Source: an optimization exercise on an open RTL-to-GDS flow (aim: small area and a short achievable clock period). Production flows keep margins and buffers that such runs may drop. Function was not checked in any run shown here: the RTL went through the layout flow alone. Power is estimated from default activity; no workload was simulated.

==> flow/design.v <==
package reg_file_pkg;
    localparam int DEFAULT_DATA_W      = 32;
    localparam int DEFAULT_ADDR_W      = 4;
    localparam int DEFAULT_NUM_REGS    = 2 ** DEFAULT_ADDR_W;
    localparam int DEFAULT_PC_IDX      = 15;
    localparam int DEFAULT_PC_READ_OFS = 8;
    typedef logic [DEFAULT_NUM_REGS-1:0] pend_vec_t;
endpackage
module reg_file_rd_port
#(
    parameter int DATA_W      = reg_file_pkg::DEFAULT_DATA_W,
    parameter int ADDR_W      = reg_file_pkg::DEFAULT_ADDR_W,
    localparam int NUM_REGS   = 2 ** ADDR_W
) (
    input  logic [ADDR_W-1:0]               rd_sel_i,
    input  logic [NUM_REGS-1:0][DATA_W-1:0] regNext_i,
    input  logic [NUM_REGS-1:0]             busy_i,
    output logic [DATA_W-1:0]               rd_data_o,
    output logic                            rd_busy_o
);
    always_comb begin
        rd_data_o = '0;
        rd_busy_o = 1'b0;
        for (int r = 0; r < NUM_REGS; r++) begin
            rd_data_o = rd_data_o | ({DATA_W{rd_sel_i == ADDR_W'(r)}} & regNext_i[r]);
            rd_busy_o = rd_busy_o | ((rd_sel_i == ADDR_W'(r)) & busy_i[r]);
        end
    end
endmodule
module reg_file_mp
#(
    parameter int DATA_W      = reg_file_pkg::DEFAULT_DATA_W,
    parameter int ADDR_W      = reg_file_pkg::DEFAULT_ADDR_W,
    parameter int PC_IDX      = reg_file_pkg::DEFAULT_PC_IDX,
    parameter int PC_READ_OFS = reg_file_pkg::DEFAULT_PC_READ_OFS
) (
    input  logic              clk,
    input  logic              reset,
    input  logic [ADDR_W-1:0] rd_sel_a,
    input  logic [ADDR_W-1:0] rd_sel_b,
    input  logic [ADDR_W-1:0] rd_sel_c,
    output logic [DATA_W-1:0] rd_data_a,
    output logic [DATA_W-1:0] rd_data_b,
    output logic [DATA_W-1:0] rd_data_c,
    output logic              rd_busy_a,
    output logic              rd_busy_b,
    output logic              rd_busy_c,
    input  logic              wr0_en,
    input  logic [ADDR_W-1:0] wr0_sel,
    input  logic [DATA_W-1:0] wr0_data,
    input  logic              wr1_en,
    input  logic [ADDR_W-1:0] wr1_sel,
    input  logic [DATA_W-1:0] wr1_data,
    input  logic              pc_en,
    input  logic [DATA_W-1:0] pc_data,
    input  logic              pend_en,
    input  logic [ADDR_W-1:0] pend_sel,
    output logic [DATA_W-1:0] pc_q,
    output logic [ADDR_W:0]   pend_count
);
    localparam int NUM_REGS = 2 ** ADDR_W;
    localparam int CNT_W    = ADDR_W + 1;
    logic [NUM_REGS-1:0][DATA_W-1:0] regFile_q, regNext, rdView;
    logic [NUM_REGS-1:0]             pend_q, pendNext, busy;
    logic [NUM_REGS-1:0]             hit1, hit0, hitPend, take1, take0, takePc, hold;
    always_comb begin
        for (int r = 0; r < NUM_REGS; r++) begin
            hit1[r]    = wr1_en && (wr1_sel == ADDR_W'(r));
            hit0[r]    = wr0_en && (wr0_sel == ADDR_W'(r));
            hitPend[r] = pend_en && (pend_sel == ADDR_W'(r)) && (r != PC_IDX);
            take1[r]   = hit1[r];
            take0[r]   = !hit1[r] && hit0[r];
            takePc[r]  = !hit1[r] && !hit0[r] && pc_en && (r == PC_IDX);
            hold[r]    = !hit1[r] && !hit0[r] && !(pc_en && (r == PC_IDX));
        end
    end
    always_comb begin
        for (int r = 0; r < NUM_REGS; r++) begin
            regNext[r] = ({DATA_W{take1[r]}}  & wr1_data)
                       | ({DATA_W{take0[r]}}  & wr0_data)
                       | ({DATA_W{takePc[r]}} & pc_data)
                       | ({DATA_W{hold[r]}}   & regFile_q[r]);
        end
    end
    always_comb begin
        for (int r = 0; r < NUM_REGS; r++) begin
            if (r == PC_IDX) begin
                pendNext[r] = 1'b0;
                busy[r]     = 1'b0;
            end else begin
                pendNext[r] = hitPend[r] || (pend_q[r] && !hit1[r]);
                busy[r]     = pend_q[r] && !(hit1[r] && !hitPend[r]);
            end
        end
    end
    always_ff @(posedge clk) begin
        for (int r = 0; r < NUM_REGS; r++) begin
            regFile_q[r] <= {DATA_W{!reset}} & regNext[r];
        end
    end
    always_ff @(posedge clk) begin
        pend_q <= {NUM_REGS{!reset}} & pendNext;
    end
    assign pc_q = regFile_q[PC_IDX];
    always_comb begin
        pend_count = '0;
        for (int r = 0; r < NUM_REGS; r++) begin
            pend_count = pend_count + CNT_W'(pend_q[r]);
        end
    end
    always_comb begin
        rdView = regNext;
        rdView[PC_IDX] = regNext[PC_IDX] + DATA_W'(PC_READ_OFS);
    end
    logic [2:0][ADDR_W-1:0] rdSel;
    logic [2:0][DATA_W-1:0] rdData;
    logic [2:0]             rdBusy;
    assign rdSel = {rd_sel_c, rd_sel_b, rd_sel_a};
    for (genvar p = 0; p < 3; p++) begin : gRdPort
        reg_file_rd_port #(
            .DATA_W    (DATA_W),
            .ADDR_W    (ADDR_W)
        ) uRdPort (
            .rd_sel_i  (rdSel[p]),
            .regNext_i (rdView),
            .busy_i    (busy),
            .rd_data_o (rdData[p]),
            .rd_busy_o (rdBusy[p])
        );
    end
    assign rd_data_a = rdData[0];
    assign rd_data_b = rdData[1];
    assign rd_data_c = rdData[2];
    assign rd_busy_a = rdBusy[0];
    assign rd_busy_b = rdBusy[1];
    assign rd_busy_c = rdBusy[2];
endmodule
==> flow/flow/run.sh <==
#!/bin/bash
# Own layout flow: the standard flow (standard.sh) with two changes.
#  1. Yosys's ABC technology mapping uses an area-oriented script
#     (flow/abc_area.script: one &dch/&nf mapping pass, then ABC's own
#     buffering and sizing) in place of ORFS's abc_speed.script. Registers are
#     mapped by dfflibmap before ABC runs, so they are the standard synthesis's.
#  2. Ports are buffered with buf_4 instead of the cell buffer_ports picks.
# Everything else, including the synthesis script, is the standard flow.
set -euo pipefail
W=$PWD
rm -rf "$W/scripts_own"
cp -r "$FLOW_HOME/scripts" "$W/scripts_own"
cp "$W/flow/abc_area.script" "$W/scripts_own/abc_speed.script"
export SCRIPTS_DIR="$W/scripts_own"
export BUFFER_PORTS_ARGS="-buffer_cell sky130_fd_sc_hd__buf_4"
bash "$W/standard.sh" finish > "$W/standard_flow.log" 2>&1
==> flow/flow/abc_area.script <==
strash
&get -n
&st
&dch
&nf
&put
buffer -c
topo
stime -c
upsize -c
dnsize -c
==> flow/standard.sh <==
#!/bin/bash
# synth_recipe.tcl (not shown) runs the flow's synth.tcl, then flattens the netlist and writes it again
# the make line also repeats each setting of config.mk as NAME=value (left out here)
make -C /OpenROAD-flow-scripts/flow DESIGN_CONFIG=/design/flow/config.mk WORK_HOME=/design/flow/orfs CLKGATE_MAP_FILE= SYNTH_SCRIPT=/design/flow/synth_recipe.tcl "${@:-finish}"
==> flow/config.mk <==
export PLATFORM = sky130hd
export DESIGN_NAME = reg_file_mp
export DESIGN_NICKNAME = reg_file_mp
export VERILOG_FILES = /design/flow/design.v
export SDC_FILE = /design/flow/constraint.sdc
export NUM_CORES = 4
export LEC_CHECK = 0
export CAP_MARGIN = 20
export CORE_MARGIN = 2
export CORE_UTILIZATION = 50
export SETUP_SLACK_MARGIN = 3.0
export SLEW_MARGIN = 20
==> flow/constraint.sdc <==
create_clock -name core_clock -period 8.5 [get_ports {clk}]
set_input_delay 1.7000 -clock core_clock [delete_from_list [all_inputs] [get_ports {clk}]]
set_output_delay 1.7000 -clock core_clock [all_outputs]
set_load 0.01 [all_outputs]
==> results of run 1 <==
[cells by family after synthesis]
group,count (synthesis),synth area share (%)
adder cells (fa/ha/maj),13,0.7892
AND/OR/NAND/NOR,1270,19.03
AO/OA/AOI/OAI,1521,37.25
flip-flops,527,35.02
buffers and inverters,529,7.107
other,1,0.01245
XOR/XNOR,26,0.7809
[cells in the mapped netlist, drive strengths merged, types with 5 or more instances]
master	instances
nand4	14
a22o	141
nor2	711
o21a	5
o22ai	617
a21o	43
buf	76
o221ai	19
a222oi	355
nand3	36
nand2	197
inv	26
and3	11
nor3	62
clkbuf	427
and2	12
or4	63
xor2	13
a31oi	6
fa	10
o211ai	6
a2111oi	5
a21boi	6
nand3b	7
nand2b	14
dfxtp	527
a211oi	10
a21oi	191
nor2b	27
o21ai	53
a22oi	31
a221oi	7
nor4	96
o22a	9
xnor2	13
[power groups by stage]
stage | logic [W] | registers, W | clock network [W]
floorplan | 0.000552 | 0.00260 | 0
global placement | 0.00101 | 0.00262 | 0
detailed placement | 0.00102 | 0.00262 | 0
CTS | 0.00119 | 0.00256 | 0.00285
[worst max-delay path by stage]
stage and endpoint:
2_1_floorplan rd_data_a[25], 3_3_place_gp rd_data_c[29], 3_5_place_dp rd_data_b[29], 4_1_cts rd_data_c[25]
[metal layers]
layer | global-route usage [%] | overflow
met1 | 76.31 | 1
met2 | 86.75 | 0
met3 | 60.65 | 0
met4 | 66.82 | 0
met5 | 41.47 | 0
[timing repair]
item / in CTS
endpoints found under the setup margin: 102
pin swaps: 254
gates cloned: 17
hold endpoints to repair: 0
hold buffers: 0
buffers inserted: 294
resized for setup: 400
[stage by stage]
step / instances / hold slack (ns) / area, um2 / utilization (%)
after detailed placement: 4534 / 0.4729 / 32570 / 54.97
after CTS: 4957 / 0.4839 / 39270 / 66.29
after global placement: 4534 / 0.4670 / 32570 / 54.97
after floorplan: 3887 / 0.4542 / 30320 / -
==> summary.md, run 1 <==
| Metric | Value |
|---|---|
| FP Rows | 89 |
| Chip width | 249.5 um |
| Dpl ws | roughly 0.9 ns |
| All-Layer GR Usage | 73.62% |
| Clock sink count | around 530 |
| Port-buffer cells | 260 |
| Mapped Cells | around 3,900 |
| Mapped Area | between 30,000 and 40,000 um2 |
| EDFF count, synth | 0 |
| Netlist cell types | between 60 and 70 |
| Post-synth top area share | 35.02% |
| Post-Syn Nets | slightly above 4,000 |
| Total congestion overflow | 1 |
| Fail Step | global routing (5_1_grt) |
| Result of the run | did not finish |
| GP Congestion | between 1 and 1.5 |
| Post-synthesis register bit count | about 530 |
| Detail Placement HPWL | around 120,000 um |
| Ys Warns | 2 |
| Yosys top cell by area | dfxtp_1 |
| Ys flop type | dfxtp_1 |
| CTS root buffer | clkbuf_16 |
| Cts bufs inserted | 60 |
| H-tree levels | 2 |
| Tool error | [ERROR GRT-0232] Routing congestion too high. Check the congestion heatmap in the GUI. |
| Avg Inst Size Synth | around 7.7 um2 |
| Largest net degree at the start of global routing | about 190 |
| Die H | around 250 um |
| Max clock buf depth | 3 |
| Async S/R FF share, synth | 0% |
| Seq/Total Area, Yosys | 35.02% |
| Largest cells by area after synthesis | dfxtp_1 (35%), o22ai_1 (13%), a222oi_1 (12%) |
| Top-Level Pins | ~260 |
| Starting Density | about half |
==> run 2: changes to the inputs <==
--- a/flow/design.v
+++ b/flow/design.v
@@ -108,9 +108,24 @@
             pend_count = pend_count + CNT_W'(pend_q[r]);
         end
     end
+    localparam int OFS_LSB = $clog2(PC_READ_OFS);
+    function automatic logic [DATA_W-1:0] ofsCarry(input logic [DATA_W-1:0] v);
+        ofsCarry = '0;
+        for (int i = OFS_LSB; i < DATA_W; i++) begin
+            ofsCarry[i] = 1'b1;
+            for (int j = OFS_LSB; j < i; j++) begin
+                ofsCarry[i] = ofsCarry[i] & v[j];
+            end
+        end
+    endfunction
+    logic [DATA_W-1:0] pcCarry;
     always_comb begin
+        pcCarry = ({DATA_W{take1[PC_IDX]}}  & ofsCarry(wr1_data))
+                | ({DATA_W{take0[PC_IDX]}}  & ofsCarry(wr0_data))
+                | ({DATA_W{takePc[PC_IDX]}} & ofsCarry(pc_data))
+                | ({DATA_W{hold[PC_IDX]}}   & ofsCarry(regFile_q[PC_IDX]));
         rdView = regNext;
-        rdView[PC_IDX] = regNext[PC_IDX] + DATA_W'(PC_READ_OFS);
+        rdView[PC_IDX] = regNext[PC_IDX] ^ pcCarry;
     end
     logic [2:0][ADDR_W-1:0] rdSel;
     logic [2:0][DATA_W-1:0] rdData;
==> flow/flow/run.sh (replaced) <==
#!/bin/bash
# Own layout flow: the standard flow (standard.sh) with two changes.
#  1. Yosys's ABC technology mapping uses an area-oriented script
#     (flow/abc_area.script: one &dch/&nf mapping pass, then ABC's own
#     buffering and sizing) in place of ORFS's abc_speed.script. Registers are
#     mapped by dfflibmap before ABC runs, so they are the standard synthesis's.
#  2. Ports are buffered with buf_2 instead of the cell buffer_ports picks.
# Everything else, including the synthesis script, is the standard flow.
set -euo pipefail
W=$PWD
rm -rf "$W/scripts_own"
cp -r "$FLOW_HOME/scripts" "$W/scripts_own"
cp "$W/flow/abc_area.script" "$W/scripts_own/abc_speed.script"
export SCRIPTS_DIR="$W/scripts_own"
export BUFFER_PORTS_ARGS="-buffer_cell sky130_fd_sc_hd__buf_2"
bash "$W/standard.sh" finish > "$W/standard_flow.log" 2>&1
--- a/flow/config.mk
+++ b/flow/config.mk
@@ -7,6 +7,7 @@
 export LEC_CHECK = 0
 export CAP_MARGIN = 20
 export CORE_MARGIN = 2
-export CORE_UTILIZATION = 50
-export SETUP_SLACK_MARGIN = 3.0
+export CORE_UTILIZATION = 60
+export CTS_BUF_LIST = sky130_fd_sc_hd__clkbuf_4 sky130_fd_sc_hd__clkbuf_8
+export SETUP_SLACK_MARGIN = 2.5
 export SLEW_MARGIN = 20
==> run 2 against run 1 <==
  * The flow again stops in global routing (5_1_grt)
  * Area after synthesis is 2.9% higher
  * Synthesized cell count is 5.0% higher
==> summary.md, run 2 <==
| Metric | Value |
|---|---|
| Yosys top cell by area | dfxtp_1 |
| Netlist cell types | 70 (+1.4%) |
| Ys Warns | 2 (unchanged) |
| Chip width | 231.3 um (-7.3%) |
| H-tree levels | 3 (+1) |
| Hold Buf Count CTS | 0 (unchanged) |
| Avg Inst Size Synth | 7.593 um2 (-2.0%) |
| Largest cells by area after synthesis | dfxtp_1 (34%), o22ai_1 (13%), a222oi_1 (11%) |
| Async S/R FF share, synth | 0% (unchanged) |
| GP Congestion | 1.163 (+5.5%) |
| Post-synthesis register bit count | 527 (unchanged) |
| Mapped Cells | 4,083 (+5.0%) |
| Wire length of the first global-routing pass | roughly 360,000 um |
| Total congestion overflow | approximately 560 |
| Post-Syn Nets | 4,221 (+4.8%) |
| Post-Place Cell Area | 32,600 um2 (+0.11%) |
| Most common cell in the netlist | nor2_1 |
| All-Layer GR Usage | 89.51% |
| CTS root buffer | clkbuf_8 |
| Die H | 231.3 um (-7.3%) |
| Top-Level Pins | 262 (unchanged) |
| Post-synth top area share | 34.03% (-1.0 points) |
| Tool error | [ERROR GRT-0116] Global routing finished with congestion. Check the congestion regions in the DRC Viewer. |
| Result of the run | did not finish |
| Cts bufs inserted | 92 (+53%) |
| Max clock buf depth | 3 (unchanged) |
| Starting Density | 60.56% (+9.7 points) |
| Detail Placement HPWL | 120,900 um (-0.27%) |
| Seq/Total Area, Yosys | 34.03% (-1.0 points) |
| EDFF count, synth | 0 (unchanged) |
| Port-buffer cells | 260 (unchanged) |
| Largest net degree at the start of global routing | between 200 and 250 |
| FP Rows | 83 (-6.7%) |
| Fail Step | global routing (5_1_grt) |
| Leading cell types by count after synthesis | nor2_1 (752), o22ai_1 (628), dfxtp_1 (527) |
| Vias in the first global route | about 49,000 |
| Ys flop type | dfxtp_1 |
| Clock sink count | 527 (unchanged) |
| Mapped Area | 31,000 um2 (+2.9%) |
[run 2: cell types whose count changed after synthesis, sizes merged, moves of 10 or more]
cell | before | now
and4 | 0 | 11
nor4 | 96 | 73
o22ai | 617 | 628
clkbuf | 427 | 449
and3 | 11 | 21
o21ai | 53 | 77
and2 | 12 | 27
a21o | 43 | 25
or4 | 63 | 101
a222oi | 355 | 330
nand3 | 36 | 53
nor2 | 711 | 755
[run 2: stage by stage]
step	power, W	hold slack (ns)	util, %	setup WS (ns)	cells
detailed placement	0.003584	0.4607	63.67	1.126	4630
global placement	0.003568	0.4468	63.66	1.219	4630
CTS	0.006275	0.4707	77.13	2.183	5177
floorplan	0.003155	0.4399	-	2.667	4083
[run 2: per-layer routing]
layer | GRT usage (%) | GRT overflow
met2 | 97.02 | 190
met4 | 86.29 | 230
met3 | 83.53 | 56
met1 | 89.89 | 60
met5 | 70.59 | 19
[run 2: cells by family after synthesis]
kind of cell | after synthesis | share of synthesized area, %
AOI/OAI and AO/OA | 1547 | 36.34
and+or+nand+nor | 1408 | 20.90
buffers and inverters | 561 | 7.228
DFF | 527 | 34.03
xor gates and xnor gates | 27 | 0.7627
adders and majority gates | 12 | 0.7264
other | 1 | 0.01210
[run 2: what timing repair did]
action | 4_1_cts
endpoints found under the setup margin | 101
cloned | 13
pin swaps | 296
setup buffers | 369
gates resized for setup | 407
[run 2: worst max-delay path by stage]
stage	startpoint	endpoint	slack [ns]	depth (start not counted)
CTS	wr1_sel[1]	rd_data_b[28]	2.18	14
detailed placement	wr1_sel[1]	rd_data_b[29]	1.13	11
global placement	wr1_sel[1]	rd_data_b[29]	1.22	11
floorplan	wr0_en	rd_data_b[28]	2.67	10
[run 2: power groups by stage]
stage | registers [W] | clock network [W] | logic [W]
detailed placement | 0.00261 | 0 | 0.000969
CTS | 0.00256 | 0.00256 | 0.00116
floorplan | 0.00261 | 0 | 0.000550
global placement | 0.00261 | 0 | 0.000956
